This is an optimization exercise on Yosys and OpenROAD, whose aim is small area, a short achievable clock period and few clock cycles per item, not a production implementation.
The RTL was checked by simulation tests, not by an equivalence proof against the original design.
No activity file was given, so power comes from the tool's default toggle rates.

==> design/flow/design.v <==
package conv_pkg;
    localparam int ACT_W    = 16;
    localparam int WEIGHT_W = 8;
    localparam int ACC_W    = 32;
    localparam int NUM_IN_CHANS = 16;
    localparam int CHAN_W       = 4;
    localparam int NUM_OUT_MAPS = 4;
    localparam int MAP_W        = 2;
    localparam int LAYER_W = 4;
    localparam int COUNT_W = 16;
    typedef enum logic [1:0] {
        ST_WAIT_WEIGHTS = 2'd0,
        ST_COMPUTE      = 2'd1,
        ST_DRAIN        = 2'd2
    } seq_state_t;
endpackage
`timescale 1ns/10ps
module zero_skip_fetch (
    input  logic                                                      clk,
    input  logic                                                      reset,
    input  logic                                                      layer_start,
    input  logic                                                      in_valid,
    input  logic                                                      in_ready,
    input  logic [conv_pkg::ACT_W-1:0]                                in_act,
    input  logic [conv_pkg::CHAN_W-1:0]                               in_chan,
    input  logic                                                      in_last,
    output logic [conv_pkg::NUM_IN_CHANS-1:0]                         rd_chan_oh,
    input  logic [conv_pkg::NUM_OUT_MAPS-1:0][conv_pkg::WEIGHT_W-1:0] rd_weights,
    output logic [conv_pkg::ACT_W-1:0]                                fetch_act,
    output logic [conv_pkg::ACT_W:0]                                  fetch_nact,
    output logic [conv_pkg::NUM_OUT_MAPS-1:0][15:0]                   fetch_sel,
    output logic                                                      fetch_last,
    output logic [conv_pkg::COUNT_W-1:0]                              skipped_count
);
    logic                       beat;
    logic                       valid_0;
    logic                       last_0;
    logic                       zero_0;
    logic                       start_0;
    logic [conv_pkg::ACT_W-1:0] act_0;
    assign beat = in_valid && in_ready && !reset;
    function automatic logic [3:0] booth_digit(input logic [2:0] t);
        booth_digit[0] = (t == 3'b001) || (t == 3'b010);
        booth_digit[1] = (t == 3'b011);
        booth_digit[2] = (t == 3'b101) || (t == 3'b110);
        booth_digit[3] = (t == 3'b100);
    endfunction
    always_ff @(posedge clk) begin
        valid_0 <= beat;
        last_0  <= beat && in_last;
        zero_0  <= beat && !in_last && (in_act == '0);
        start_0 <= layer_start && !reset;
        act_0   <= in_act;
        for (int c = 0; c < conv_pkg::NUM_IN_CHANS; c++) begin
            rd_chan_oh[c] <= (in_chan == c);
        end
    end
    always_ff @(posedge clk) begin
        fetch_last    <= last_0 && !reset;
        fetch_act     <= valid_0 ? act_0 : '0;
        fetch_nact    <= valid_0 ? ('0 - {act_0[conv_pkg::ACT_W-1], act_0}) : '0;
        for (int m = 0; m < conv_pkg::NUM_OUT_MAPS; m++) begin
            fetch_sel[m] <= {booth_digit(rd_weights[m][7:5]),
                             booth_digit(rd_weights[m][5:3]),
                             booth_digit(rd_weights[m][3:1]),
                             booth_digit({rd_weights[m][1:0], 1'b0})};
        end
    end
    always_ff @(posedge clk) begin
        if (reset) begin
            skipped_count <= '0;
        end else if (start_0) begin
            skipped_count <= conv_pkg::COUNT_W'(zero_0);
        end else begin
            skipped_count <= skipped_count + conv_pkg::COUNT_W'(zero_0);
        end
    end
endmodule
`timescale 1ns/10ps
module weight_bank (
    input  logic                                                      clk,
    input  logic                                                      reset,
    input  logic                                                      w_wr_en,
    input  logic [conv_pkg::CHAN_W-1:0]                               w_chan,
    input  logic [conv_pkg::MAP_W-1:0]                                w_map,
    input  logic [conv_pkg::WEIGHT_W-1:0]                             w_data,
    input  logic [conv_pkg::NUM_IN_CHANS-1:0]                         rd_chan_oh,
    output logic [conv_pkg::NUM_OUT_MAPS-1:0][conv_pkg::WEIGHT_W-1:0] rd_weights
);
    logic [conv_pkg::NUM_OUT_MAPS-1:0][conv_pkg::WEIGHT_W-1:0] bank [conv_pkg::NUM_IN_CHANS];
    logic                                                      wr_q;
    logic                                                      rst_q;
    logic [conv_pkg::CHAN_W-1:0]                               chan_q;
    logic [conv_pkg::MAP_W-1:0]                                map_q;
    logic [conv_pkg::WEIGHT_W-1:0]                             data_q;
    always_ff @(posedge clk) begin
        rst_q  <= reset;
        wr_q   <= w_wr_en && !reset;
        chan_q <= w_chan;
        map_q  <= w_map;
        data_q <= reset ? '0 : w_data;
    end
    always_ff @(posedge clk) begin
        for (int c = 0; c < conv_pkg::NUM_IN_CHANS; c++) begin
            for (int m = 0; m < conv_pkg::NUM_OUT_MAPS; m++) begin
                if (rst_q || (wr_q && (chan_q == c) && (map_q == m))) begin
                    bank[c][m] <= data_q;
                end
            end
        end
    end
    always_comb begin
        rd_weights = '0;
        for (int c = 0; c < conv_pkg::NUM_IN_CHANS; c++) begin
            rd_weights = rd_weights | ({(conv_pkg::NUM_OUT_MAPS * conv_pkg::WEIGHT_W){rd_chan_oh[c]}} & bank[c]);
        end
    end
endmodule
`timescale 1ns/10ps
module pointwise_mac (
    input  logic                           clk,
    input  logic                           clear,
    input  logic [conv_pkg::ACT_W-1:0]     act,
    input  logic [conv_pkg::ACT_W:0]       nact,
    input  logic [15:0]                    booth_sel,
    output logic [conv_pkg::ACC_W-1:0]     acc_s,
    output logic [conv_pkg::ACC_W-1:0]     acc_c
);
    function automatic logic [1:0] fa(input logic a, input logic b, input logic c);
        fa = {(a & b) | (a & c) | (b & c), a ^ b ^ c};
    endfunction
    function automatic logic [1:0] ha(input logic a, input logic b);
        ha = {a & b, a ^ b};
    endfunction
    function automatic logic [17:0] booth_row(input logic [3:0] sel,
                                              input logic [17:0] p1,
                                              input logic [17:0] p2,
                                              input logic [17:0] n1,
                                              input logic [17:0] n2);
        booth_row = ({18{sel[0]}} & p1) | ({18{sel[1]}} & p2) |
                    ({18{sel[2]}} & n1) | ({18{sel[3]}} & n2);
    endfunction
    logic [17:0] pa, pa2, na, na2;
    logic [17:0] r0, r1, r2, r3;
    logic [31:0] s_next, c_next;
    logic [1:0] h0;
    logic [1:0] f0;
    logic [1:0] f1;
    logic [1:0] h1;
    logic [1:0] f2;
    logic [1:0] f3;
    logic [1:0] f4;
    logic [1:0] f5;
    logic [1:0] f6;
    logic [1:0] f7;
    logic [1:0] f8;
    logic [1:0] f9;
    logic [1:0] f10;
    logic [1:0] f11;
    logic [1:0] f12;
    logic [1:0] f13;
    logic [1:0] f14;
    logic [1:0] f15;
    logic [1:0] f16;
    logic [1:0] f17;
    logic [1:0] f18;
    logic [1:0] f19;
    logic [1:0] f20;
    logic [1:0] f21;
    logic [1:0] f22;
    logic [1:0] f23;
    logic [1:0] f24;
    logic [1:0] f25;
    logic [1:0] f26;
    logic [1:0] f27;
    logic [1:0] f28;
    logic [1:0] h2;
    logic [1:0] f29;
    logic [1:0] h3;
    logic [1:0] h4;
    logic [1:0] f30;
    logic [1:0] f31;
    logic [1:0] f32;
    logic [1:0] f33;
    logic [1:0] f34;
    logic [1:0] f35;
    logic [1:0] f36;
    logic [1:0] f37;
    logic [1:0] f38;
    logic [1:0] f39;
    logic [1:0] f40;
    logic [1:0] f41;
    logic [1:0] f42;
    logic [1:0] f43;
    logic [1:0] f44;
    logic [1:0] f45;
    logic [1:0] f46;
    logic [1:0] f47;
    logic [1:0] f48;
    logic [1:0] f49;
    logic [1:0] f50;
    logic [1:0] h5;
    logic [1:0] h6;
    logic [1:0] h7;
    logic [1:0] h8;
    logic [1:0] h9;
    logic [1:0] h10;
    logic [1:0] h11;
    logic [1:0] h12;
    logic [1:0] h13;
    logic [1:0] f51;
    logic [1:0] f52;
    logic [1:0] f53;
    logic [1:0] f54;
    logic [1:0] f55;
    logic [1:0] f56;
    logic [1:0] f57;
    logic [1:0] f58;
    logic [1:0] f59;
    logic [1:0] f60;
    logic [1:0] f61;
    logic [1:0] f62;
    logic [1:0] f63;
    logic [1:0] f64;
    logic [1:0] f65;
    logic [1:0] f66;
    logic [1:0] f67;
    logic [1:0] f68;
    logic [1:0] f69;
    logic [1:0] f70;
    logic [1:0] f71;
    logic [1:0] f72;
    logic [1:0] f73;
    logic [1:0] f74;
    logic [1:0] f75;
    logic [1:0] f76;
    logic [1:0] f77;
    logic [1:0] f78;
    logic [1:0] f79;
    logic [1:0] f80;
    logic [1:0] f81;
    assign pa  = {{2{act[15]}}, act};
    assign pa2 = {act[15], act, 1'b0};
    assign na  = {nact[16], nact};
    assign na2 = {nact, 1'b0};
    assign r0 = booth_row(booth_sel[3:0],   pa, pa2, na, na2);
    assign r1 = booth_row(booth_sel[7:4],   pa, pa2, na, na2);
    assign r2 = booth_row(booth_sel[11:8],  pa, pa2, na, na2);
    assign r3 = booth_row(booth_sel[15:12], pa, pa2, na, na2);
    assign h0 = ha(acc_s[4], acc_c[4]);
    assign f0 = fa(acc_s[5], acc_c[5], r0[5]);
    assign f1 = fa(acc_s[6], acc_c[6], r0[6]);
    assign h1 = ha(r1[4], r2[2]);
    assign f2 = fa(acc_s[7], acc_c[7], r0[7]);
    assign f3 = fa(r1[5], r2[3], r3[1]);
    assign f4 = fa(acc_s[8], acc_c[8], r0[8]);
    assign f5 = fa(r1[6], r2[4], r3[2]);
    assign f6 = fa(acc_s[9], acc_c[9], r0[9]);
    assign f7 = fa(r1[7], r2[5], r3[3]);
    assign f8 = fa(acc_s[10], acc_c[10], r0[10]);
    assign f9 = fa(r1[8], r2[6], r3[4]);
    assign f10 = fa(acc_s[11], acc_c[11], r0[11]);
    assign f11 = fa(r1[9], r2[7], r3[5]);
    assign f12 = fa(acc_s[12], acc_c[12], r0[12]);
    assign f13 = fa(r1[10], r2[8], r3[6]);
    assign f14 = fa(acc_s[13], acc_c[13], r0[13]);
    assign f15 = fa(r1[11], r2[9], r3[7]);
    assign f16 = fa(acc_s[14], acc_c[14], r0[14]);
    assign f17 = fa(r1[12], r2[10], r3[8]);
    assign f18 = fa(acc_s[15], acc_c[15], r0[15]);
    assign f19 = fa(r1[13], r2[11], r3[9]);
    assign f20 = fa(acc_s[16], acc_c[16], r0[16]);
    assign f21 = fa(r1[14], r2[12], r3[10]);
    assign f22 = fa(acc_s[17], acc_c[17], r0[17]);
    assign f23 = fa(r1[15], r2[13], r3[11]);
    assign f24 = fa(acc_s[18], acc_c[18], r0[17]);
    assign f25 = fa(r1[16], r2[14], r3[12]);
    assign f26 = fa(acc_s[19], acc_c[19], ~r0[17]);
    assign f27 = fa(~r1[17], r2[15], r3[13]);
    assign f28 = fa(1'b1, acc_s[20], acc_c[20]);
    assign h2 = ha(r2[16], r3[14]);
    assign f29 = fa(acc_s[21], acc_c[21], ~r2[17]);
    assign h3 = ha(1'b1, acc_s[22]);
    assign h4 = ha(acc_s[2], acc_c[2]);
    assign f30 = fa(acc_s[3], acc_c[3], r0[3]);
    assign f31 = fa(h0[0], r0[4], r1[2]);
    assign f32 = fa(f0[0], r1[3], r2[1]);
    assign f33 = fa(f1[0], h1[0], r3[0]);
    assign f34 = fa(f2[0], f3[0], f1[1]);
    assign f35 = fa(f4[0], f5[0], f2[1]);
    assign f36 = fa(f6[0], f7[0], f4[1]);
    assign f37 = fa(f8[0], f9[0], f6[1]);
    assign f38 = fa(f10[0], f11[0], f8[1]);
    assign f39 = fa(f12[0], f13[0], f10[1]);
    assign f40 = fa(f14[0], f15[0], f12[1]);
    assign f41 = fa(f16[0], f17[0], f14[1]);
    assign f42 = fa(f18[0], f19[0], f16[1]);
    assign f43 = fa(f20[0], f21[0], f18[1]);
    assign f44 = fa(f22[0], f23[0], f20[1]);
    assign f45 = fa(f24[0], f25[0], f22[1]);
    assign f46 = fa(f26[0], f27[0], f24[1]);
    assign f47 = fa(f28[0], h2[0], f26[1]);
    assign f48 = fa(f29[0], r3[15], f28[1]);
    assign f49 = fa(h3[0], acc_c[22], r3[16]);
    assign f50 = fa(acc_s[23], acc_c[23], ~r3[17]);
    assign h5 = ha(1'b1, acc_s[24]);
    assign h6 = ha(1'b1, acc_s[25]);
    assign h7 = ha(1'b1, acc_s[26]);
    assign h8 = ha(1'b1, acc_s[27]);
    assign h9 = ha(1'b1, acc_s[28]);
    assign h10 = ha(1'b1, acc_s[29]);
    assign h11 = ha(1'b1, acc_s[30]);
    assign h12 = ha(1'b1, acc_s[31]);
    assign h13 = ha(acc_s[0], acc_c[0]);
    assign f51 = fa(acc_s[1], acc_c[1], r0[1]);
    assign f52 = fa(h4[0], r0[2], r1[0]);
    assign f53 = fa(f30[0], r1[1], h4[1]);
    assign f54 = fa(f31[0], r2[0], f30[1]);
    assign f55 = fa(f32[0], h0[1], f31[1]);
    assign f56 = fa(f33[0], f0[1], f32[1]);
    assign f57 = fa(f34[0], h1[1], f33[1]);
    assign f58 = fa(f35[0], f3[1], f34[1]);
    assign f59 = fa(f36[0], f5[1], f35[1]);
    assign f60 = fa(f37[0], f7[1], f36[1]);
    assign f61 = fa(f38[0], f9[1], f37[1]);
    assign f62 = fa(f39[0], f11[1], f38[1]);
    assign f63 = fa(f40[0], f13[1], f39[1]);
    assign f64 = fa(f41[0], f15[1], f40[1]);
    assign f65 = fa(f42[0], f17[1], f41[1]);
    assign f66 = fa(f43[0], f19[1], f42[1]);
    assign f67 = fa(f44[0], f21[1], f43[1]);
    assign f68 = fa(f45[0], f23[1], f44[1]);
    assign f69 = fa(f46[0], f25[1], f45[1]);
    assign f70 = fa(f47[0], f27[1], f46[1]);
    assign f71 = fa(f48[0], h2[1], f47[1]);
    assign f72 = fa(f49[0], f29[1], f48[1]);
    assign f73 = fa(f50[0], h3[1], f49[1]);
    assign f74 = fa(h5[0], acc_c[24], f50[1]);
    assign f75 = fa(h6[0], acc_c[25], h5[1]);
    assign f76 = fa(h7[0], acc_c[26], h6[1]);
    assign f77 = fa(h8[0], acc_c[27], h7[1]);
    assign f78 = fa(h9[0], acc_c[28], h8[1]);
    assign f79 = fa(h10[0], acc_c[29], h9[1]);
    assign f80 = fa(h11[0], acc_c[30], h10[1]);
    assign f81 = fa(h12[0], acc_c[31], h11[1]);
    assign s_next = {f81[0], f80[0], f79[0], f78[0], f77[0], f76[0], f75[0], f74[0], f73[0], f72[0], f71[0], f70[0], f69[0], f68[0], f67[0], f66[0], f65[0], f64[0], f63[0], f62[0], f61[0], f60[0], f59[0], f58[0], f57[0], f56[0], f55[0], f54[0], f53[0], f52[0], f51[0], h13[0]};
    assign c_next = {f80[1], f79[1], f78[1], f77[1], f76[1], f75[1], f74[1], f73[1], f72[1], f71[1], f70[1], f69[1], f68[1], f67[1], f66[1], f65[1], f64[1], f63[1], f62[1], f61[1], f60[1], f59[1], f58[1], f57[1], f56[1], f55[1], f54[1], f53[1], f52[1], f51[1], h13[1], r0[0]};
    always_ff @(posedge clk) begin
        if (clear) begin
            acc_s <= '0;
            acc_c <= '0;
        end else begin
            acc_s <= s_next;
            acc_c <= c_next;
        end
    end
endmodule
`timescale 1ns/10ps
module relu_drain (
    input  logic                                                   clk,
    input  logic                                                   reset,
    input  logic                                                   drain_start,
    input  logic [conv_pkg::NUM_OUT_MAPS-1:0][conv_pkg::ACC_W-1:0] acc_s,
    input  logic [conv_pkg::NUM_OUT_MAPS-1:0][conv_pkg::ACC_W-1:0] acc_c,
    output logic                                                   out_valid,
    input  logic                                                   out_ready,
    output logic [conv_pkg::ACC_W-1:0]                             out_data,
    output logic [conv_pkg::MAP_W-1:0]                             out_map,
    output logic                                                   drain_done
);
    logic                         xfer;
    logic                         last_map;
    logic                         load;
    logic [conv_pkg::NUM_OUT_MAPS-1:0] rd_sel;
    logic [conv_pkg::ACC_W-1:0]        sel_s;
    logic [conv_pkg::ACC_W-1:0]        sel_c;
    logic [conv_pkg::ACC_W-1:0]        res;
    assign xfer       = out_valid && out_ready;
    assign last_map   = (out_map == conv_pkg::MAP_W'(conv_pkg::NUM_OUT_MAPS - 1));
    assign drain_done = xfer && last_map;
    assign load       = drain_start || (xfer && !last_map);
    always_comb begin
        sel_s = '0;
        sel_c = '0;
        for (int m = 0; m < conv_pkg::NUM_OUT_MAPS; m++) begin
            sel_s = sel_s | ({conv_pkg::ACC_W{rd_sel[m]}} & acc_s[m]);
            sel_c = sel_c | ({conv_pkg::ACC_W{rd_sel[m]}} & acc_c[m]);
        end
    end
    assign res = sel_s + sel_c;
    always_ff @(posedge clk) begin
        if (reset) begin
            out_valid <= 1'b0;
            out_map   <= '0;
            rd_sel    <= conv_pkg::NUM_OUT_MAPS'(1);
        end else begin
            if (drain_start) begin
                out_valid <= 1'b1;
                out_map   <= '0;
            end else if (xfer) begin
                if (last_map) out_valid <= 1'b0;
                else out_map <= out_map + 1'b1;
            end
            if (load) rd_sel <= {rd_sel[conv_pkg::NUM_OUT_MAPS-2:0], rd_sel[conv_pkg::NUM_OUT_MAPS-1]};
        end
    end
    always_ff @(posedge clk) begin
        if (load) out_data <= res[conv_pkg::ACC_W-1] ? '0 : res;
    end
endmodule
`timescale 1ns/10ps
module layer_counter (
    input  logic                         clk,
    input  logic                         reset,
    input  logic                         count_clear,
    input  logic                         layer_step,
    input  logic [conv_pkg::LAYER_W-1:0] num_layers,
    output logic [conv_pkg::LAYER_W-1:0] layer_num,
    output logic                         last_layer
);
    logic [conv_pkg::LAYER_W-1:0] num_layers_cfg;
    always_ff @(posedge clk) begin
        if (reset || count_clear) begin
            layer_num <= '0;
        end else if (layer_step) begin
            layer_num <= layer_num + 1'b1;
        end
    end
    always_ff @(posedge clk) begin
        if (count_clear) begin
            num_layers_cfg <= (num_layers == '0) ? conv_pkg::LAYER_W'(1) : num_layers;
        end
    end
    assign last_layer = ((layer_num + 1'b1) == num_layers_cfg);
endmodule
`timescale 1ns/10ps
module layer_sequencer (
    input  logic clk,
    input  logic reset,
    input  logic loading,
    input  logic fetch_last,
    input  logic drain_done,
    input  logic last_layer,
    output logic need_weights,
    output logic in_ready,
    output logic layer_start,
    output logic drain_start,
    output logic count_clear,
    output logic clear_acc,
    output logic run_done
);
    logic seen_loading;
    logic run_active;
    assign layer_start = need_weights && seen_loading && !loading;
    assign count_clear = layer_start && !run_active;
    always_ff @(posedge clk) begin
        if (reset) begin
            need_weights <= 1'b1;
            seen_loading <= 1'b0;
            run_active   <= 1'b0;
            run_done     <= 1'b0;
            in_ready     <= 1'b0;
            drain_start  <= 1'b0;
        end else begin
            in_ready    <= 1'b1;
            run_done    <= drain_done && last_layer;
            drain_start <= fetch_last;
            if (layer_start) begin
                need_weights <= 1'b0;
                seen_loading <= 1'b0;
                run_active   <= 1'b1;
            end else if (need_weights && loading) begin
                seen_loading <= 1'b1;
            end
            if (drain_done) begin
                need_weights <= 1'b1;
                if (last_layer) run_active <= 1'b0;
            end
        end
    end
    always_ff @(posedge clk) begin
        clear_acc <= reset || drain_done;
    end
endmodule
`timescale 1ns/10ps
module conv_engine_top (
    input  logic                            clk,
    input  logic                            reset,
    input  logic                            loading,
    input  logic [conv_pkg::LAYER_W-1:0]    num_layers,
    input  logic                            w_wr_en,
    input  logic [conv_pkg::CHAN_W-1:0]     w_chan,
    input  logic [conv_pkg::MAP_W-1:0]      w_map,
    input  logic [conv_pkg::WEIGHT_W-1:0]   w_data,
    input  logic                            in_valid,
    output logic                            in_ready,
    input  logic [conv_pkg::ACT_W-1:0]      in_act,
    input  logic [conv_pkg::CHAN_W-1:0]     in_chan,
    input  logic                            in_last,
    output logic                            out_valid,
    input  logic                            out_ready,
    output logic [conv_pkg::ACC_W-1:0]      out_data,
    output logic [conv_pkg::MAP_W-1:0]      out_map,
    output logic [conv_pkg::LAYER_W-1:0]    out_layer,
    output logic                            need_weights,
    output logic                            run_done,
    output logic [conv_pkg::COUNT_W-1:0]    skipped_count
);
    logic                                                      layer_start;
    logic                                                      drain_start;
    logic                                                      drain_done;
    logic                                                      count_clear;
    logic                                                      clear_acc;
    logic                                                      last_layer;
    logic [conv_pkg::NUM_IN_CHANS-1:0]                         rd_chan_oh;
    logic [conv_pkg::NUM_OUT_MAPS-1:0][conv_pkg::WEIGHT_W-1:0] rd_weights;
    logic [conv_pkg::NUM_OUT_MAPS-1:0][15:0]                   fetch_sel;
    logic [conv_pkg::ACT_W-1:0]                                fetch_act;
    logic [conv_pkg::ACT_W:0]                                  fetch_nact;
    logic                                                      fetch_last;
    logic [conv_pkg::NUM_OUT_MAPS-1:0][conv_pkg::ACC_W-1:0]    acc_s;
    logic [conv_pkg::NUM_OUT_MAPS-1:0][conv_pkg::ACC_W-1:0]    acc_c;
    weight_bank u_weights (
        .clk        (clk),
        .reset      (reset),
        .w_wr_en    (w_wr_en),
        .w_chan     (w_chan),
        .w_map      (w_map),
        .w_data     (w_data),
        .rd_chan_oh (rd_chan_oh),
        .rd_weights (rd_weights)
    );
    zero_skip_fetch u_fetch (
        .clk           (clk),
        .reset         (reset),
        .layer_start   (layer_start),
        .in_valid      (in_valid),
        .in_ready      (in_ready),
        .in_act        (in_act),
        .in_chan       (in_chan),
        .in_last       (in_last),
        .rd_chan_oh    (rd_chan_oh),
        .rd_weights    (rd_weights),
        .fetch_act     (fetch_act),
        .fetch_nact    (fetch_nact),
        .fetch_sel     (fetch_sel),
        .fetch_last    (fetch_last),
        .skipped_count (skipped_count)
    );
    for (genvar m = 0; m < conv_pkg::NUM_OUT_MAPS; m++) begin : g_mac
        pointwise_mac u_mac (
            .clk       (clk),
            .clear     (clear_acc),
            .act       (fetch_act),
            .nact      (fetch_nact),
            .booth_sel (fetch_sel[m]),
            .acc_s     (acc_s[m]),
            .acc_c     (acc_c[m])
        );
    end
    relu_drain u_drain (
        .clk         (clk),
        .reset       (reset),
        .drain_start (drain_start),
        .acc_s       (acc_s),
        .acc_c       (acc_c),
        .out_valid   (out_valid),
        .out_ready   (out_ready),
        .out_data    (out_data),
        .out_map     (out_map),
        .drain_done  (drain_done)
    );
    layer_counter u_count (
        .clk         (clk),
        .reset       (reset),
        .count_clear (count_clear),
        .layer_step  (drain_done),
        .num_layers  (num_layers),
        .layer_num   (out_layer),
        .last_layer  (last_layer)
    );
    layer_sequencer u_seq (
        .clk          (clk),
        .reset        (reset),
        .loading      (loading),
        .fetch_last   (fetch_last),
        .drain_done   (drain_done),
        .last_layer   (last_layer),
        .need_weights (need_weights),
        .in_ready     (in_ready),
        .layer_start  (layer_start),
        .drain_start  (drain_start),
        .count_clear  (count_clear),
        .clear_acc    (clear_acc),
        .run_done     (run_done)
    );
endmodule
==> design/flow/flow/run.sh <==
#!/bin/bash
set -euo pipefail
bash standard.sh SETUP_SLACK_MARGIN=7 "BUFFER_PORTS_ARGS=-buffer_cell sky130_fd_sc_hd__buf_2" finish > standard_flow.log 2>&1
==> design/flow/standard.sh <==
#!/bin/bash
# synth_recipe.tcl (not shown) runs the flow's synth.tcl, then flattens the netlist and writes it again
# the make line also repeats each setting of config.mk as NAME=value (left out here)
make -C /OpenROAD-flow-scripts/flow DESIGN_CONFIG=/design/flow/config.mk WORK_HOME=/design/flow/orfs CLKGATE_MAP_FILE= SYNTH_SCRIPT=/design/flow/synth_recipe.tcl "${@:-finish}"
==> design/flow/config.mk <==
export PLATFORM = sky130hd
export DESIGN_NAME = conv_engine_top
export DESIGN_NICKNAME = conv_engine_top
export VERILOG_FILES = /design/flow/design.v
export SDC_FILE = /design/flow/constraint.sdc
export NUM_CORES = 4
export LEC_CHECK = 0
export ABC_AREA = 0
export CAP_MARGIN = 20
export CORE_MARGIN = 2
export CORE_UTILIZATION = 40
export CTS_BUF_LIST = sky130_fd_sc_hd__clkbuf_4 sky130_fd_sc_hd__clkbuf_8 sky130_fd_sc_hd__clkbuf_16
export CTS_CLUSTER_DIAMETER = 140
export CTS_CLUSTER_SIZE = 20
export SLEW_MARGIN = 20
export TNS_END_PERCENT = 0
==> design/flow/constraint.sdc <==
create_clock -name core_clock -period 10.0 [get_ports {clk}]
set_input_delay 2.0000 -clock core_clock [delete_from_list [all_inputs] [get_ports {clk}]]
set_output_delay 2.0000 -clock core_clock [all_outputs]
set_load 0.01 [all_outputs]
==> qor.yml, run 1 <==
ant_nets: 0
yosys.cell_types.count: 61
met2_length_um: 65380
synth_adder_area_share_pct: 14.90
clockRootBuffer: "clkbuf_16"
syn_inst: 4104
die-area_sq_um: 123200
hold_buffers: 0
syn_to_final_growth_pct: 9.680
cp_slowest_cell: "edfxtp_1"
cts_sinks: 982
crit_path_end_kind: "output pin"
synth-compound-area-share_pct: 16.31
grt_max_degree: 215
final_util_pct: 44.15
hpwl_um: 91690
io_pins: 103
synth_area_sq_um: 48160
grt-ovfl-total: 0
rsz0062_at_grt: "yes"
crit_type: "reg -> out"
ir_worst_vdd_v: 0.0001424
worstPathCellList: "buf_2"
fmax_mhz: 299.0
skew_ps: 95.19
first_global_vias: 32670
wl_per_cell_um: 26.01
crit_buf_inv: 1
wirelength_um: 147600
highest_layer: "met4"
cts_buffers: 55
drive_above_1_share_pct: 10.54
finalHoldViolCount: 0
status: "no timing/DRC/antenna violations"
relSlewSlack_pct: 23.00
rows: 127
synthMuxAreaShare_pct: 0.1455
gp_congestion: 0.9378
die_x_um: 351.0
clock_latency_ps: 720
wl_met3_um: 16490
wl_met1_um: 61800
synthArstFlopShare_pct: 0
start_util_pct: 40.25
drv_slew: 0
p_leak_nw: 20.81
setup_viol: 0
synth.ff_latch_count: 982
r2r_slack_ps: 6660
slowest_delay_ps: 450
dominantRegCellSynth: "edfxtp_1"
fin_tns_setup_ps: 0
cp-start-kind: "flip-flop"
yosysSeqAreaShare_pct: 52.19
crit_arrival_ps: 1340
synth-edff-count: 547
dieHeight_um: 351.0
worstMarginPinSlew_ps: 1153
hold_path_class: "reg -> reg"
p_per_area_nw_per_um2: 199.0
crit_family: "flip-flops"
synth_warnings: 7
synth_top_family_by_area: "compound AO/OA/AOI/OAI gates"
clkTransAtPathRegs_ps: 100
nNetsFinal: 4445
antenna_found_initial: 3
fin_crit_ps: 3344
syn_avg_cell_area_sq_um: 11.74
drc_errors: 0
cp_data_required_time_ps: 8000
fillCellCount: 11040
core-area_sq_um: 119700
clk_path_buf_depth: 3
syn_nets: 4530
vias_per_cell: 5.864
grt_usage_pct: 23.53
vias: 33270
dr.pass1.iters: 9
htreeDepth: 2
synthXorXnorAreaFrac_pct: 1.489
drt-initial-drc-count: 4576
io_buffers: 101
drv_cap: 0
critPathMaxFanout: 1
fin_crit_sh_pct: 33.44
grt_pass1_wl_um: 217200
synth-simple-area-share_pct: 9.412
cts_tree: "yes"
==> layout make-up <==
cell class,instances,area [sq um],share of cell area (%)
Sequential cell,982,25190,47.69
Multi-Input combinational cell,2418,20950,39.67
Tap cell,1612,2017,3.818
Clock buffer,93,1668,3.157
Timing Repair Buffer,202,1528,2.892
Inverter,360,1355,2.565
Clock inverter,5,110.1,0.2084
Antenna cell,1,2.502,0.004737
==> registers in the layout (all words and copies together) (netlist names), 2 cells and up <==
name	cells
u_drain.out_data	31
u_fetch.act_0	16
u_count.layer_num	4
u_fetch.rd_chan_oh	16
u_drain.out_map	2
u_fetch.skipped_count	16
u_weights.bank	512
g_mac.u_mac.acc_s	128
u_fetch.fetch_nact	16
u_drain.rd_sel	4
u_weights.data_q	8
u_count.num_layers_cfg	4
u_weights.map_q	2
u_weights.chan_q	4
g_mac.u_mac.acc_c	128
u_fetch.fetch_act	16
u_fetch.fetch_sel	60
==> synthesized netlist by cell type (2+ instances only) <==
cell type / count / share of area, %
or3_1: 8 / 0.10
a41oi_1: 3 / 0.055
and4_1: 4 / 0.073
nand2_1: 281 / 2.2
mux2i_1: 7 / 0.15
o21bai_1: 28 / 0.44
or2_2: 3 / 0.039
and2_1: 30 / 0.39
nand2b_1: 18 / 0.23
buf_2: 2 / 0.021
a41o_1: 2 / 0.042
a21o_1: 59 / 0.92
a22o_1: 65 / 1.2
nand4_1: 28 / 0.36
o21ai_0: 41 / 0.43
nor2b_1: 216 / 2.8
nor3b_1: 10 / 0.16
or4_4: 2 / 0.047
buf_1: 32 / 0.25
nor4b_1: 4 / 0.073
and3_1: 16 / 0.21
edfxtp_1: 547 / 34
a222oi_1: 64 / 1.3
dfxtp_1: 435 / 18
xnor2_1: 51 / 0.93
a211oi_1: 2 / 0.031
a22oi_1: 600 / 9.4
nor2_1: 197 / 1.5
nand3_1: 52 / 0.54
a21oi_1: 55 / 0.57
inv_1: 360 / 2.8
a221oi_1: 67 / 1.2
ha_1: 60 / 1.6
xor2_1: 29 / 0.53
buf_6: 3 / 0.070
nor4_1: 8 / 0.10
a31oi_1: 4 / 0.052
clkbuf_1: 306 / 2.4
fa_1: 321 / 13
o21a_1: 22 / 0.34
and3b_1: 5 / 0.091
o211ai_1: 5 / 0.078
nand3b_1: 6 / 0.094
nor3_1: 29 / 0.30
==> path summary, 6_finish.rpt <==
path	to	startpoint	depth (start not counted)
min reg2reg	u_fetch.fetch_last	u_fetch.last_0	1
max	out_data[22]	u_drain.out_data[22]	1
max reg2reg	u_drain.out_data[13]	u_drain.rd_sel[1]	14
min	u_fetch.fetch_last	u_fetch.last_0	1
==> what timing repair did <==
item / in CTS / in global routing
cloned: 3 / 5
buffers inserted: 15 / 9
pin swaps: 8 / 41
endpoints found under the setup margin: 193 / 225
gates resized for setup: 39 / 89
==> cell usage in the layout (no fill, tap or decap), types with 8 or more instances in the layout <==
| master | synthesis | final |
|---|---|---|
| and2_1 | 30 | 30 |
| xnor2_1 | 51 | 51 |
| buf_4 | 1 | 79 |
| a221oi_1 | 67 | 67 |
| dfxtp_1 | 435 | 404 |
| fa_1 | 321 | 321 |
| nor2_1 | 197 | 195 |
| o21a_1 | 22 | 22 |
| nor3b_1 | 10 | 10 |
| o21bai_1 | 28 | 22 |
| a21o_1 | 59 | 59 |
| inv_1 | 360 | 359 |
| a222oi_1 | 64 | 64 |
| o21ai_0 | 41 | 37 |
| nand2_1 | 281 | 274 |
| nand3_1 | 52 | 52 |
| ha_1 | 60 | 37 |
| a22o_1 | 65 | 65 |
| dfxtp_2 | 0 | 24 |
| clkbuf_16 | 0 | 60 |
| nand2b_1 | 18 | 17 |
| a22oi_2 | 0 | 30 |
| a21oi_1 | 55 | 48 |
| clkbuf_4 | 0 | 37 |
| buf_2 | 2 | 101 |
| xor2_1 | 29 | 29 |
| ha_4 | 0 | 20 |
| nand4_1 | 28 | 28 |
| a22oi_1 | 600 | 570 |
| and3_1 | 16 | 16 |
| nor4_1 | 8 | 8 |
| nor3_1 | 29 | 29 |
| or3_1 | 8 | 8 |
| edfxtp_1 | 547 | 547 |
| nor2b_1 | 216 | 216 |
==> worst register-to-register path: cells and delay by family, from the launching register on <==
family / cells / cell delay, ps
fa+ha+maj: 1 / 260
simple gates: 2 / 170
compound gates: 7 / 1400
flops: 1 / 430
buf+inv: 3 / 490
xor+xnor: 1 / 330
==> cell families after synthesis <==
| group | Yosys count |
|---|---|
| muxes | 7 |
| DFF | 982 |
| and+or+nand+nor | 919 |
| other | 1 |
| buffers and inverters | 704 |
| xor gates and xnor gates | 81 |
| adders and majority gates | 381 |
| AOI/OAI and AO/OA | 1029 |
==> per-stage QoR <==
stage | hold WS (ps) | cell area, sq um | setup WS, ps | power [W] | cells
6_report | 451.7 | 52820 | 6656 | 0.01051 | 5673
5_1_grt | 472.2 | 52820 | 6547 | 0.01110 | 5673
4_1_cts | 462.4 | 52150 | 6608 | 0.01045 | 5658
3_5_place_dp | 437.3 | 49960 | 5304 | 0.007865 | 5542
3_3_place_gp | 449.0 | 49940 | 5244 | 0.007807 | 5541
2_1_floorplan | 413.8 | 48190 | 6748 | 0.007005 | 4104
==> power by group <==
group | switching, W | leakage (nW) | total [W] | internal, W
Sequential | 0.000644 | 8.84 | 0.00545 | 0.00481
Combinational | 0.00143 | 11.1 | 0.00252 | 0.00108
Clock | 0.00138 | 0.898 | 0.00254 | 0.00116
Total | 0.00346 | 20.8 | 0.0105 | 0.00705
==> per-layer routing <==
metal / vias to the layer above / track usage [%]
met3: 259 / 5.674
met1: 16600 / 33.79
met4: 0 / 6.473
li1: 14430 / -
met2: 1981 / 35.48
met5: - / 0
Testbench counts, summed over its fixed seeds: cycles 11,078, items 6,015.
==> inputs of run 2 (changes only) <==
--- a/design/flow/config.mk
+++ b/design/flow/config.mk
@@ -13,3 +13,3 @@
 export CTS_CLUSTER_DIAMETER = 140
-export CTS_CLUSTER_SIZE = 20
+export CTS_CLUSTER_SIZE = 25
 export SLEW_MARGIN = 20
==> run 2 against run 1 <==
Net effect: worst hold slack got worse by 1.7 ps; die area did not move; area after synthesis did not move; power fell by 2.2%; register-to-register slack improved by 20 ps; largest power group unchanged.
==> qor.yml, run 2 <==
status: "no timing/DRC/antenna violations"
synthTopCellsByCount: "a22oi_1, edfxtp_1, dfxtp_1"
drive_above_1_share_pct: 9.926  # -0.62 points
finalHoldViolCount: 0  # unchanged
grt_pass1_wl_um: 216600  # -0.27%
crit_arrival_ps: 1330  # about the same
dominantRegCellSynth: "edfxtp_1"
dieHeight_um: 351.0  # unchanged
htreeDepth: 2  # unchanged
p_per_area_nw_per_um2: 196.0  # -1.5%
skew_ps: 70.39  # -24.79 ps
cp-startpoint: "u_drain.out_data[22]"
largest_reg_flops: 512  # unchanged
vias_per_cell: 5.876  # +0.21%
rsz0062_at_grt: "yes"
start_util_pct: 40.25  # unchanged
wl_per_cell_um: 25.95  # -0.24%
critPathMaxFanout: 1  # unchanged
setup_viol: 0  # unchanged
first_global_vias: 32640  # -0.11%
crit_type: "reg -> out"
syn_nets: 4530  # unchanged
hold_path_class: "reg -> reg"
drc_errors: 0  # unchanged
design_area_sq_um: 52430  # -0.74%
drt-initial-drc-count: 4186  # -8.5%
r2r_slack_ps: 6680  # +20 ps
dp.cells: 5542  # unchanged
timing.rr.start: "u_drain.rd_sel[0]"
rr_endpoint: "u_drain.out_data[5]"
crit_family: "flip-flops"
yosysTopAreaCell: "edfxtp_1"
placed_area_sq_um: 49960  # unchanged
cp_slowest_cell: "edfxtp_1"
critPathCapture: "out_data[22]"
grt_usage_pct: 23.45  # -0.088 points
slowest_delay_ps: 460  # about the same
wirelength_um: 146700  # -0.59%
dr.pass1.iters: 10  # +1
reg_top3: "u_weights.bank (512), g_mac.u_mac.acc_c (128), g_mac.u_mac.acc_s (128)"
die_x_um: 351.0  # unchanged
cp-start-kind: "flip-flop"
io_buffers: 101  # unchanged
clock_latency_ps: 720  # about the same
vias: 33220  # -0.14%
grt-ovfl-total: 0  # unchanged
fmax_mhz: 299.9  # +0.28%
relSlewSlack_pct: 22.14  # -0.86 points
clkTransAtPathRegs_ps: 100  # about the same
ir_worst_vdd_v: 0.0001427  # +0.22%
nNetsFinal: 4432  # -0.29%
crit_buf_inv: 1  # unchanged
reg2reg_depth: 15  # +1
clk_path_buf_depth: 3  # unchanged
yosys.cell_types.count: 61  # unchanged
synth_warnings: 7  # unchanged
finalPower_w: 0.01028  # -2.2%
syn_avg_cell_area_sq_um: 11.74  # unchanged
crit_path_end_kind: "output pin"
fin_tns_setup_ps: 0  # unchanged
cts_sinks: 982  # unchanged
yosys.area.top_type_share_pct: 34.11  # unchanged
drv_cap: 0  # unchanged
synthArstFlopShare_pct: 0  # unchanged
drv_slew: 0  # unchanged
hpwl_um: 91690  # unchanged
cts_buffers: 46  # -16%
hold_depth: 1  # unchanged
final_common_cell: "a22oi_1"
synth_area_sq_um: 48160  # unchanged
syn_inst: 4104  # unchanged
worstPathCellList: "buf_2"
cts_tree: "yes"
syn_to_final_growth_pct: 8.864
final-instance-count-excl-fill: 5653  # -0.35%
synth_area_leaders: "edfxtp_1, dfxtp_1, fa_1"
place_ws_ps: 5304  # unchanged
core-area_sq_um: 119700  # unchanged
ant_nets: 0  # unchanged
fillCellCount: 11070  # +0.23%
antenna_found_initial: 3  # unchanged
synth.ff_latch_count: 982  # unchanged
clockRootBuffer: "clkbuf_16"
io_pins: 103  # unchanged
fin_ws_ps: 6665  # +9.350 ps
synth-edff-count: 547  # unchanged
synth.most_common_cell: "a22oi_1"
worstMarginPinSlew_ps: 1166  # +12.91 ps
yosysSeqAreaShare_pct: 52.19  # unchanged
p_leak_nw: 20.63  # -0.85%
fin_crit_sh_pct: 33.35  # -0.094 points
regMostFlops: "u_weights.bank"
cp_num_cells: 1  # unchanged
fin_crit_ps: 3335  # -9.350 ps
cp_data_required_time_ps: 8000  # about the same
grt_max_degree: 215  # unchanged
rows: 127  # unchanged
die-area_sq_um: 123200  # unchanged
gp_congestion: 0.9378  # unchanged
layout_common_cells: "a22oi_1, edfxtp_1, dfxtp_1"
## run 2: changes by cell type in the layout (fill, tap and decap cells not counted), sizes merged
cell    delta
buf        -2
clkinv     -3
clkbuf    -20
inv        +5
## run 2: repair_timing
| action | 4_1_cts | 5_1_grt |
|---|---|---|
| pin swaps | 11 | 38 |
| resized for setup | 48 | 65 |
| setup endpoints to repair | 207 | 225 |
| buffers inserted | 15 | 7 |
| hold buffers | 0 | 0 |
| cloned | 3 | 3 |
| endpoints found under the hold margin | 0 | 0 |
## run 2: final cells by class
type	count	area, sq um	area share [%]
inverters	360	1355	2.584
diodes	1	2.502	0.004773
repair buffers	198	1439	2.744
flip-flops and latches	982	25190	48.04
well taps	1612	2017	3.847
clock buffers	75	1369	2.611
clock inverters	7	118.9	0.2267
multi-input cells	2418	20940	39.94
## run 2: power by group
| part | leakage [nW] | switching, W | internal (W) |
|---|---|---|---|
| Combinational | 11.0 | 0.00143 | 0.00108 |
| Clock | 0.756 | 0.00134 | 0.000977 |
| Sequential | 8.84 | 0.000642 | 0.00481 |
| Total | 20.6 | 0.00342 | 0.00686 |
## run 2: layer usage
| metal | up-vias | GRT usage [%] | routed length (um) |
|---|---|---|---|
| li1 | 14400 | - | - |
| met1 | 16600 | 33.46 | 61610 |
| met2 | 1942 | 35.54 | 64870 |
| met3 | 275 | 5.880 | 16010 |
| met4 | 0 | 6.175 | 4209 |
| met5 | - | 0 | 0 |
## run 2: logic make-up after synthesis
family                   synth area share (%)
AO/OA/AOI/OAI                           16.31
other                                0.007786
buffers and inverters                   5.547
adder cells (fa/ha/maj)                 14.90
XOR/XNOR                                1.489
multiplexers                           0.1455
AND/OR/NAND/NOR                         9.412
flip-flops                              52.19
## run 2: metrics by stage
stage	util [%]	hold WS (ps)
after floorplan	-	413.8
after global placement	41.74	449.0
after detailed placement	41.76	437.3
after CTS	43.43	463.8
after global routing	43.82	470.8
final	43.82	450.1
## run 2: how the worst min path moves through the flow
stage	start	endpoint
after global routing	u_fetch.last_0	u_fetch.fetch_last
after detailed placement	u_fetch.last_0	u_fetch.fetch_last
after global placement	u_fetch.fetch_last	u_seq.drain_start
after floorplan	u_fetch.last_0	u_fetch.fetch_last
final	u_fetch.last_0	u_fetch.fetch_last
after CTS	u_fetch.last_0	u_fetch.fetch_last
==> inputs of run 3 (changes only) <==
--- a/design/flow/config.mk
+++ b/design/flow/config.mk
@@ -12,3 +12,3 @@
 export CTS_BUF_LIST = sky130_fd_sc_hd__clkbuf_4 sky130_fd_sc_hd__clkbuf_8 sky130_fd_sc_hd__clkbuf_16
-export CTS_CLUSTER_DIAMETER = 140
+export CTS_CLUSTER_DIAMETER = 120
 export CTS_CLUSTER_SIZE = 25
==> run 3 against run 2 <==
Net effect: count of clock-buffer cells in the layout did not move; utilization up 0.22 points; power is 0.62% higher; combinational power about the same; synthesized cell count stayed put; clock skew increased by 12 ps; non-clock buffer count increased by 3; setup slack lost 19 ps; sequential power about the same; wire length is 0.11% higher; critical path type unchanged; critical endpoint is now out_data[7]; largest power group unchanged.
==> qor.yml, run 3 <==
status: "no timing/DRC/antenna violations"
rows: 127  # unchanged
die-area_sq_um: 123200  # unchanged
htreeDepth: 2  # unchanged
crit_type: "reg -> out"
hpwl_um: 91690  # unchanged
ant_nets: 0  # unchanged
cts_tree: "yes"
core-area_sq_um: 119700  # unchanged
hold_path_class: "reg -> reg"
vias: 33120  # -0.30%
gp_congestion: 0.9378  # unchanged
multiInputGateArea_sq_um: 21040  # +0.48%
slowest_delay_ps: 470  # about the same
synth_warnings: 7  # unchanged
place_ws_ps: 5304  # unchanged
placed_area_sq_um: 49960  # unchanged
yosysTopAreaCell: "edfxtp_1"
cp-start-kind: "flip-flop"
skew_ps: 82.74  # +12.35 ps
grt_pass1_wl_um: 216300  # -0.17%
relSlewSlack_pct: 10.55  # -12 points
drv_cap: 0  # unchanged
synthXorXnorAreaFrac_pct: 1.489  # unchanged
rr_endpoint: "u_drain.out_data[13]"
reg2reg_depth: 15  # unchanged
hold_buffers: 0  # unchanged
fmax_mhz: 298.2  # -0.55%
combPwrFrac_pct: 24.5  # about the same
synth-edff-count: 547  # unchanged
timing.rr.start: "u_drain.rd_sel[0]"
yosys.cell_types.count: 61  # unchanged
seqPwrFrac_pct: 52.8  # -0.2 points
dr.pass1.iters: 10  # unchanged
drt-initial-drc-count: 4412  # +5.4%
fin_ws_ps: 6647  # -18.51 ps
cts_buffers: 47  # +2.2%
ir_worst_vdd_v: 0.0001485  # +4.1%
drive_above_1_share_pct: 10.72  # +0.80 points
synth_top_family_by_area: "compound AO/OA/AOI/OAI gates"
crit_family: "flip-flops"
crit_arrival_ps: 1350  # +20 ps
dominantRegCellSynth: "edfxtp_1"
io_buffers: 101  # unchanged
crit_buf_inv: 1  # unchanged
final_common_cell: "a22oi_1"
syn_nets: 4530  # unchanged
synth_area_leaders: "edfxtp_1, dfxtp_1, fa_1"
synth.most_common_cell: "a22oi_1"
largest_reg_flops: 512  # unchanged
synth.ff_latch_count: 982  # unchanged
nNetsFinal: 4436  # +0.090%
setup_viol: 0  # unchanged
synth_adder_area_share_pct: 14.90  # unchanged
wl_per_cell_um: 25.94  # about the same
clockRootBuffer: "clkbuf_16"
worstPathCellList: "buf_2"
rsz0062_at_grt: "yes"
vias_per_cell: 5.852  # -0.42%
clock_latency_ps: 730  # about the same
cts_sinks: 982  # unchanged
start_util_pct: 40.25  # unchanged
p_int_w: 0.006895  # +0.48%
syn_avg_cell_area_sq_um: 11.74  # unchanged
final_util_pct: 44.03  # +0.22 points
switchingPower_w: 0.003447  # +0.89%
fillCellCount: 11040  # -0.22%
grt-ovfl-total: 0  # unchanged
fin_crit_sh_pct: 33.53  # +0.19 points
synthMuxAreaShare_pct: 0.1455  # unchanged
yosys.area.top_type_share_pct: 34.11  # unchanged
io_pins: 103  # unchanged
cp_data_required_time_ps: 8000  # about the same
syn_inst: 4104  # unchanged
cp_slowest_cell: "edfxtp_1"
synth-simple-area-share_pct: 9.412  # unchanged
wirelength_um: 146800  # +0.11%
drv_slew: 0  # unchanged
fin_tns_setup_ps: 0  # unchanged
critPathCapture: "out_data[7]"
clk_path_buf_depth: 3  # unchanged
die_x_um: 351.0  # unchanged
critPathMaxFanout: 1  # unchanged
clkTransAtPathRegs_ps: 100  # about the same
register_area_sq_um: 25190  # unchanged
crit_path_end_kind: "output pin"
r2r_slack_ps: 6650  # -30 ps
design_area_sq_um: 52690  # +0.49%
power_frac_clock_pct: 22.8  # +0.2 points
regMostFlops: "u_weights.bank"
synthTopCellsByCount: "a22oi_1, edfxtp_1, dfxtp_1"
yosysSeqAreaShare_pct: 52.19  # unchanged
sw_frac_of_total_pct: 33.33  # +0.091 points
antenna_found_initial: 3  # unchanged
synth-compound-area-share_pct: 16.31  # unchanged
finalHoldViolCount: 0  # unchanged
grt_max_degree: 215  # unchanged
synth_area_sq_um: 48160  # unchanged
first_global_vias: 32680  # +0.13%
p_per_area_nw_per_um2: 196.3  # +0.13%
dieHeight_um: 351.0  # unchanged
drc_errors: 0  # unchanged
layout_common_cells: "a22oi_1, edfxtp_1, dfxtp_1"
worstMarginPinSlew_ps: 1342  # +175.5 ps
cp-startpoint: "u_drain.out_data[7]"
reg_top3: "u_weights.bank (512), g_mac.u_mac.acc_c (128), g_mac.u_mac.acc_s (128)"
grt_usage_pct: 23.43  # about the same
cp_num_cells: 1  # unchanged
syn_to_final_growth_pct: 9.399
synthArstFlopShare_pct: 0  # unchanged
p_leak_nw: 20.71  # +0.36%
fin_crit_ps: 3353  # +18.51 ps
==> run 3: cell counts after synthesis <==
No cell type changed its count.
==> run 3: power by group through the flow <==
stage | registers, W | logic, W | clock network, W
5_1_grt | 0.00550 | 0.00289 | 0.00252
3_3_place_gp | 0.00551 | 0.00230 | 0
3_5_place_dp | 0.00551 | 0.00236 | 0
6_report | 0.00546 | 0.00253 | 0.00236
4_1_cts | 0.00541 | 0.00247 | 0.00240
2_1_floorplan | 0.00511 | 0.00189 | 0
==> run 3: timing repair <==
item | CTS | global route
gates cloned | 3 | 5
endpoints found under the setup margin | 209 | 225
buffers inserted | 14 | 9
resized for setup | 50 | 95
pin swaps | 10 | 45
hold endpoints to repair | 0 | 0
==> run 3: area by class of cell <==
class                      count  area share, %
clock buffer                  75          2.643
sequential                   982          47.81
inverter                     360          2.572
clock inverter                11         0.3348
tap                         1612          3.828
timing repair buffer         201          2.876
multi-input combinational   2418          39.94
antenna                        1       0.004749
==> run 3: layer usage <==
layer  GRT usage, %  share of wire [%]  up-vias
met5              0                  0        -
met4          6.324                2.7        0
met3          5.727                 11      259
met2          35.48                 44     1828
met1          33.50                 42    16630
li1               -                  -    14400
==> run 3: cells by family (layout without fill, tap and decap cells) <==
kind of cell | after synthesis | count (layout)
DFF | 982 | 982
other | 1 | 2
and+or+nand+nor | 919 | 919
xor gates and xnor gates | 81 | 81
muxes | 7 | 7
adders and majority gates | 381 | 381
AOI/OAI and AO/OA | 1029 | 1029
buffers and inverters | 704 | 647
==> run 3: worst min-delay path by stage <==
| stage | startpoint | to | slack [ps] | depth (start not counted) |
|---|---|---|---|---|
| floorplan | u_fetch.last_0 | u_fetch.fetch_last | 410 | 1 |
| global placement | u_fetch.fetch_last | u_seq.drain_start | 450 | 1 |
| detailed placement | u_fetch.last_0 | u_fetch.fetch_last | 440 | 1 |
| CTS | u_fetch.last_0 | u_fetch.fetch_last | 460 | 1 |
| global route | u_fetch.last_0 | u_fetch.fetch_last | 470 | 1 |
| finish | u_fetch.last_0 | u_fetch.fetch_last | 450 | 1 |
==> run 3: through the flow <==
step	total power [W]	cells	hold slack, ps
floorplan	0.007005	4104	413.8
global placement	0.007807	5541	449.0
detailed placement	0.007865	5542	437.3
CTS	0.01029	5645	463.9
global route	0.01091	5660	471.1
finish	0.01034	5660	450.6
==> inputs of run 4 (changes only) <==
--- a/design/flow/config.mk
+++ b/design/flow/config.mk
@@ -13,3 +13,3 @@
 export CTS_CLUSTER_DIAMETER = 120
-export CTS_CLUSTER_SIZE = 25
+export CTS_CLUSTER_SIZE = 20
 export SLEW_MARGIN = 20
==> run 4 against run 3 <==
Net effect: wire length up 0.40%; clock skew rose by 1.7 ps; maximum frequency is 0.19% higher; sequential share of layout area is 0.15 points lower; still clean.
==> qor.yml, run 4 <==
dominantRegCellSynth: "edfxtp_1"
drive_above_1_share_pct: 10.69  # -0.034 points
final-instance-count-excl-fill: 5673  # +0.23%
p_per_area_nw_per_um2: 198.9  # +1.3%
core-area_sq_um: 119700  # unchanged
cp_data_required_time_ps: 8000  # about the same
worstPathCellList: "buf_2"
cp_slowest_cell: "edfxtp_1"
combPwrFrac_pct: 24.0  # -0.5 points
io_buffers: 101  # unchanged
crit_type: "reg -> out"
design_area_sq_um: 52860  # +0.33%
grt_usage_pct: 23.53  # +0.098 points
gp_congestion: 0.9378  # unchanged
cts_tree: "yes"
synth-edff-count: 547  # unchanged
fin_ws_ps: 6653  # +6.470 ps
ant_nets: 0  # unchanged
synthTopCellsByCount: "a22oi_1, edfxtp_1, dfxtp_1"
synth_area_leaders: "edfxtp_1, dfxtp_1, fa_1"
p_int_w: 0.007053  # +2.3%
largest_reg_flops: 512  # unchanged
fin_crit_sh_pct: 33.47  # -0.065 points
worstMarginPinSlew_ps: 1181  # -160.7 ps
grt-ovfl-total: 0  # unchanged
clkTransAtPathRegs_ps: 90  # about the same
synth-simple-area-share_pct: 9.412  # unchanged
hpwl_um: 91690  # unchanged
yosys.area.top_type_share_pct: 34.11  # unchanged
vias: 33150  # +0.091%
ir_worst_vdd_v: 0.0001453  # -2.2%
slowest_delay_ps: 460  # about the same
die_x_um: 351.0  # unchanged
fillCellCount: 11040  # -0.0091%
drv_cap: 0  # unchanged
crit_path_end_kind: "output pin"
antenna_found_initial: 3  # unchanged
critPathMaxFanout: 1  # unchanged
skew_ps: 84.46  # +1.725 ps
place_ws_ps: 5304  # unchanged
wirelength_um: 147400  # +0.40%
grt_max_degree: 215  # unchanged
synthXorXnorAreaFrac_pct: 1.489  # unchanged
switchingPower_w: 0.003462  # +0.41%
fin_crit_ps: 3347  # -6.470 ps
grt_pass1_wl_um: 217200  # +0.43%
dieHeight_um: 351.0  # unchanged
synth.ff_latch_count: 982  # unchanged
die-area_sq_um: 123200  # unchanged
multiInputGateArea_sq_um: 20990  # -0.24%
dr.pass1.iters: 9  # -1
drv_slew: 0  # unchanged
sw_frac_of_total_pct: 32.92  # -0.41 points
htreeDepth: 2  # unchanged
synth_area_sq_um: 48160  # unchanged
io_pins: 103  # unchanged
first_global_vias: 32680  # +0.018%
status: "no timing/DRC/antenna violations"
cp-start-kind: "flip-flop"
relSlewSlack_pct: 21.15  # +11 points
register_area_sq_um: 25190  # about the same
p_leak_nw: 20.82  # +0.57%
synth.most_common_cell: "a22oi_1"
seqPwrFrac_pct: 51.9  # -0.9 points
yosysTopAreaCell: "edfxtp_1"
layout_common_cells: "a22oi_1, edfxtp_1, dfxtp_1"
drt-initial-drc-count: 4458  # +1.0%
crit_family: "flip-flops"
cts_sinks: 982  # unchanged
r2r_slack_ps: 6660  # about the same
syn_to_final_growth_pct: 9.755
clk_path_buf_depth: 3  # unchanged
synthArstFlopShare_pct: 0  # unchanged
synth_warnings: 7  # unchanged
reg_top3: "u_weights.bank (512), g_mac.u_mac.acc_c (128), g_mac.u_mac.acc_s (128)"
placed_area_sq_um: 49960  # unchanged
dp.cells: 5542  # unchanged
power_frac_clock_pct: 24.2  # +1.4 points
hold_path_class: "reg -> reg"
syn_inst: 4104  # unchanged
crit_buf_inv: 1  # unchanged
nNetsFinal: 4445  # +0.20%
final_common_cell: "a22oi_1"
regMostFlops: "u_weights.bank"
clock_latency_ps: 720  # about the same
setup_viol: 0  # unchanged
drc_errors: 0  # unchanged
wl_per_cell_um: 25.99  # +0.17%
synth-compound-area-share_pct: 16.31  # unchanged
synth_adder_area_share_pct: 14.90  # unchanged
fin_tns_setup_ps: 0  # unchanged
synth_top_family_by_area: "compound AO/OA/AOI/OAI gates"
syn_nets: 4530  # unchanged
yosys.cell_types.count: 61  # unchanged
fmax_mhz: 298.8  # +0.19%
clockRootBuffer: "clkbuf_16"
synthMuxAreaShare_pct: 0.1455  # unchanged
rows: 127  # unchanged
start_util_pct: 40.25  # unchanged
finalHoldViolCount: 0  # unchanged
rsz0062_at_grt: "yes"
vias_per_cell: 5.844  # -0.14%
yosysSeqAreaShare_pct: 52.19  # unchanged
cts_buffers: 55  # +17%
finalPower_w: 0.01051  # +1.7%
crit_arrival_ps: 1350  # about the same
syn_avg_cell_area_sq_um: 11.74  # unchanged
==> run 4: metal layers <==
layer	GRT usage (%)	wire length, um	vias to the layer above
met4	6.403	3853	0
met1	33.68	62400	16620
met3	5.827	15620	271
met5	0	0	-
met2	35.50	65560	1831
li1	-	-	14430
==> run 4: path summary, 6_finish.rpt <==
kind | from | to | depth (start not counted)
worst max-delay path | u_drain.out_data[7] | out_data[7] | 1
worst min-delay path | u_fetch.last_0 | u_fetch.fetch_last | 1
worst max register to register | u_drain.rd_sel[3] | u_drain.out_data[5] | 16
worst min register to register | u_fetch.last_0 | u_fetch.fetch_last | 1
==> run 4: layout make-up <==
class	count	share of cell area [%]
inverter	360	2.563
tap	1612	3.816
sequential	982	47.65
antenna	1	0.004734
timing repair buffer	202	2.890
clock buffer	93	3.155
multi-input combinational	2418	39.71
clock inverter	5	0.2083
==> run 4: logic make-up after synthesis <==
group                    count (synthesis)
AND/OR/NAND/NOR                        919
multiplexers                             7
flip-flops                             982
other                                    1
AO/OA/AOI/OAI                         1029
XOR/XNOR                                81
buffers and inverters                  704
adder cells (fa/ha/maj)                381
==> run 4: repair_timing <==
action                                  CTS  global route
gates resized for setup                  39            94
setup buffers                            15             9
hold endpoints to repair                  0             0
pin swaps                                 8            41
gates cloned                              3             5
endpoints found under the setup margin  196           225
hold buffers                              0             0
==> run 4: power by group through the flow <==
stage	clock network (W)	logic [W]	registers, W
2_1_floorplan	0	0.00189	0.00511
3_3_place_gp	0	0.00230	0.00551
3_5_place_dp	0	0.00236	0.00551
4_1_cts	0.00258	0.00245	0.00542
5_1_grt	0.00271	0.00289	0.00550
6_report	0.00254	0.00252	0.00545
==> run 4: per-stage QoR <==
stage               util (%)  hold WS [ps]
finish                 44.18         452.4
CTS                    43.58         462.4
global route           44.18         472.2
detailed placement     41.76         437.3
global placement       41.74         449.0
floorplan                  -         413.8
==> inputs of run 5 (changes only) <==
==> design/flow/flow/run.sh (replaced) <==
#!/bin/bash
set -euo pipefail
bash standard.sh SETUP_SLACK_MARGIN=7.5 "BUFFER_PORTS_ARGS=-buffer_cell sky130_fd_sc_hd__buf_2" finish > standard_flow.log 2>&1
--- a/design/flow/config.mk
+++ b/design/flow/config.mk
@@ -11,5 +11,4 @@
 export CORE_UTILIZATION = 40
-export CTS_BUF_LIST = sky130_fd_sc_hd__clkbuf_4 sky130_fd_sc_hd__clkbuf_8 sky130_fd_sc_hd__clkbuf_16
-export CTS_CLUSTER_DIAMETER = 120
-export CTS_CLUSTER_SIZE = 20
+export CTS_BUF_LIST = sky130_fd_sc_hd__clkbuf_4 sky130_fd_sc_hd__clkbuf_8
+export CTS_CLUSTER_SIZE = 30
 export SLEW_MARGIN = 20
==> run 5 against run 4 <==
Net effect: critical path depth unchanged; still clean; register-to-register slack got worse by 30 ps; critical endpoint unchanged; global-route usage increased by 0.26 points; clock power increased by 44%.
==> qor.yml, run 5 <==
met2_usage_pct: 35.63  # +0.12 points
critPathMaxFanout: 1  # unchanged
placed_area_sq_um: 49960  # unchanged
reg2reg_depth: 15  # -1
antenna_found_initial: 4  # +1
gp_congestion: 0.9378  # unchanged
critPathCapture: "out_data[7]"
hold_buffers: 0  # unchanged
dominantRegCellSynth: "edfxtp_1"
p_int_w: 0.007816  # +11%
yosysTopAreaCell: "edfxtp_1"
die_x_um: 351.0  # unchanged
skew_ps: 61.36  # -23.10 ps
worstMarginPinSlew_ps: 1173  # -7.723 ps
crit_type: "reg -> out"
relSlewSlack_pct: 21.67  # +0.52 points
drv_slew: 0  # unchanged
start_util_pct: 40.25  # unchanged
syn_avg_cell_area_sq_um: 11.74  # unchanged
timing.rr.start: "u_drain.rd_sel[1]"
synthTopCellsByCount: "a22oi_1, edfxtp_1, dfxtp_1"
grt_max_degree: 215  # unchanged
final_common_cell: "a22oi_1"
reg_top3: "u_weights.bank (512), g_mac.u_mac.acc_c (128), g_mac.u_mac.acc_s (128)"
cp-start-kind: "flip-flop"
first_global_vias: 33780  # +3.3%
synth_area_leaders: "edfxtp_1, dfxtp_1, fa_1"
ir_worst_vdd_v: 0.0001282  # -12%
synth_area_sq_um: 48160  # unchanged
core-area_sq_um: 119700  # unchanged
layout_common_cells: "a22oi_1, edfxtp_1, dfxtp_1"
clock_latency_ps: 870  # +150 ps
die-area_sq_um: 123200  # unchanged
yosys.area.top_type_share_pct: 34.11  # unchanged
syn_to_final_growth_pct: 11.49
drv_cap: 0  # unchanged
cp_num_cells: 1  # unchanged
status: "no timing/DRC/antenna violations"
ant_nets: 0  # unchanged
synth.most_common_cell: "a22oi_1"
p_per_area_nw_per_um2: 215.2  # +8.2%
htreeDepth: 4  # +2
largest_reg_flops: 512  # unchanged
drt-initial-drc-count: 4449  # -0.20%
fin_crit_sh_pct: 34.66  # +1.2 points
io_pins: 103  # unchanged
vias_per_cell: 5.781  # -1.1%
grt_usage_pct: 23.79  # +0.26 points
syn_inst: 4104  # unchanged
wl_per_cell_um: 25.19  # -3.1%
multiInputGateArea_sq_um: 20470  # -2.5%
crit_arrival_ps: 1470  # +120 ps
p_leak_nw: 21.58  # +3.6%
cp-startpoint: "u_drain.out_data[7]"
io_buffers: 101  # unchanged
sw_frac_of_total_pct: 32.35  # -0.57 points
hpwl_um: 91690  # unchanged
fillCellCount: 10990  # -0.45%
crit_path_end_kind: "output pin"
hold_path_class: "reg -> reg"
fin_tns_setup_ps: 0  # unchanged
seqPwrFrac_pct: 47.2  # -4.7 points
rsz0062_at_grt: "yes"
power_frac_clock_pct: 31.8  # +7.6 points
rr_endpoint: "u_drain.out_data[30]"
use_met3_pct: 6.800  # +0.97 points
drc_errors: 0  # unchanged
fin_crit_ps: 3466  # +119.4 ps
crit_family: "flip-flops"
final_util_pct: 44.88  # +0.70 points
dieHeight_um: 351.0  # unchanged
fmax_mhz: 288.5  # -3.4%
cp_slowest_cell: "edfxtp_1"
final-instance-count-excl-fill: 5856  # +3.2%
setup_viol: 0  # unchanged
cts_buffers: 166  # +200%
dr.pass1.iters: 7  # -2
wirelength_um: 147500  # about the same
register_area_sq_um: 25190  # about the same
nNetsFinal: 4540  # +2.1%
clkTransAtPathRegs_ps: 60  # -30 ps
use_met1_pct: 33.27  # -0.41 points
crit_buf_inv: 1  # unchanged
switchingPower_w: 0.003737  # +8.0%
slowest_delay_ps: 450  # about the same
synth-edff-count: 547  # unchanged
worstPathCellList: "buf_2"
combPwrFrac_pct: 21.0  # -3.0 points
synthArstFlopShare_pct: 0  # unchanged
synth_warnings: 7  # unchanged
synth.ff_latch_count: 982  # unchanged
clockRootBuffer: "clkbuf_8"
cts_tree: "yes"
cts_sinks: 982  # unchanged
syn_nets: 4530  # unchanged
dp.cells: 5542  # unchanged
r2r_slack_ps: 6630  # -30 ps
vias: 33860  # +2.1%
rows: 127  # unchanged
grt-ovfl-total: 0  # unchanged
cp_data_required_time_ps: 8000  # about the same
drive_above_1_share_pct: 12.11  # +1.4 points
grt_pass1_wl_um: 219100  # +0.88%
regMostFlops: "u_weights.bank"
design_area_sq_um: 53700  # +1.6%
yosysSeqAreaShare_pct: 52.19  # unchanged
grt-busiest-layer: "met2"
finalHoldViolCount: 0  # unchanged
clk_path_buf_depth: 3  # unchanged
yosys.cell_types.count: 61  # unchanged
[run 5: cell counts after synthesis]
Identical to the previous run, type by type.
[run 5: final cells by class]
cell class                      instances  share of cell area [%]
Antenna cell                            1                0.004660
Clock buffer                          235                   5.336
Clock inverter                         62                  0.9437
Timing Repair Buffer                  186                   2.407
Inverter                              360                   2.524
Multi-Input combinational cell       2418                   38.13
Tap cell                             1612                   3.756
Sequential cell                       982                   46.90
[run 5: how the worst min path moves through the flow]
stage / endpoint / cells after the start / start
global route: u_fetch.fetch_last / 1 / u_fetch.last_0
CTS: u_seq.drain_start / 1 / u_fetch.fetch_last
global placement: u_seq.drain_start / 1 / u_fetch.fetch_last
floorplan: u_fetch.fetch_last / 1 / u_fetch.last_0
finish: u_fetch.fetch_last / 1 / u_fetch.last_0
detailed placement: u_fetch.fetch_last / 1 / u_fetch.last_0
[run 5: metrics by stage]
stage / hold WS, ps / total power [W] / worst slack, ps
2_1_floorplan: 413.8 / 0.007005 / 6748
3_3_place_gp: 449.0 / 0.007807 / 5244
3_5_place_dp: 437.3 / 0.007865 / 5304
4_1_cts: 458.9 / 0.01157 / 6476
5_1_grt: 470.7 / 0.01219 / 6500
6_report: 446.3 / 0.01155 / 6534
[run 5: power by group through the flow]
stage                     Combinational (W)  Sequential, W  Clock, W
after floorplan                     0.00189        0.00511         0
after global placement              0.00230        0.00551         0
after detailed placement            0.00236        0.00551         0
after CTS                           0.00240        0.00543   0.00374
after global routing                0.00279        0.00550   0.00390
final                               0.00243        0.00546   0.00367
[run 5: layer usage]
layer  share of wire (%)  wire length (um)
met1                  42             62520
met2                  44             65240
met3                  11             15880
met4                 2.6              3901
met5                   0                 0
[run 5: what timing repair did]
action                                  CTS  global route
pin swaps                                 2             7
setup buffers                             8             4
endpoints found under the setup margin  297           370
gates cloned                              0             3
resized for setup                        20            17
[run 5: kinds of logic (layout without fill, tap and decap cells)]
logic type	after synthesis	in the layout	share of synthesized area [%]
simple gates	919	919	9.412
xor+xnor	81	81	1.489
flops	982	982	52.19
compound gates	1029	1029	16.31
fa+ha+maj	381	381	14.90
other cells	1	2	0.007786
buf+inv	704	843	5.547
mux	7	7	0.1455

-- what the ideal ports hide --
In the flow no input, the clock included, has a driving cell. The finished layouts below were timed again as built, in two steps.
Step 1 sets driving cells, clkbuf_16 on the clock port and buf_2 on the other inputs (assumed; they add their load-dependent delay and slew).
Step 2 moves the port delays by t, midway between the first and last clock arrival at a register: inputs arrive t later, outputs are due t later. That takes back most of the time a late clock gives input paths.
Slacks: no drivers / after step 1 / after step 2; pairs: no drivers / after step 1.
run | t, ns | setup WS [ns] | pins driven straight from the clock port
run 1 | 0.752 | 6.656 / 6.579 / 6.364 | 1
run 2 | 0.755 | 6.665 / 6.593 / 6.350 | 1
run 3 | 0.764 | 6.647 / 6.570 / 6.346 | 1
run 4 | 0.757 | 6.653 / 6.576 / 6.363 | 1
run 5 | 0.916 | 6.534 / 6.461 / 6.323 | 1
After both steps every run listed still meets setup and hold. For run 2, which loses most, drivers alone change the setup slack by -0.072 ns; drivers and shift together by -0.315 ns.
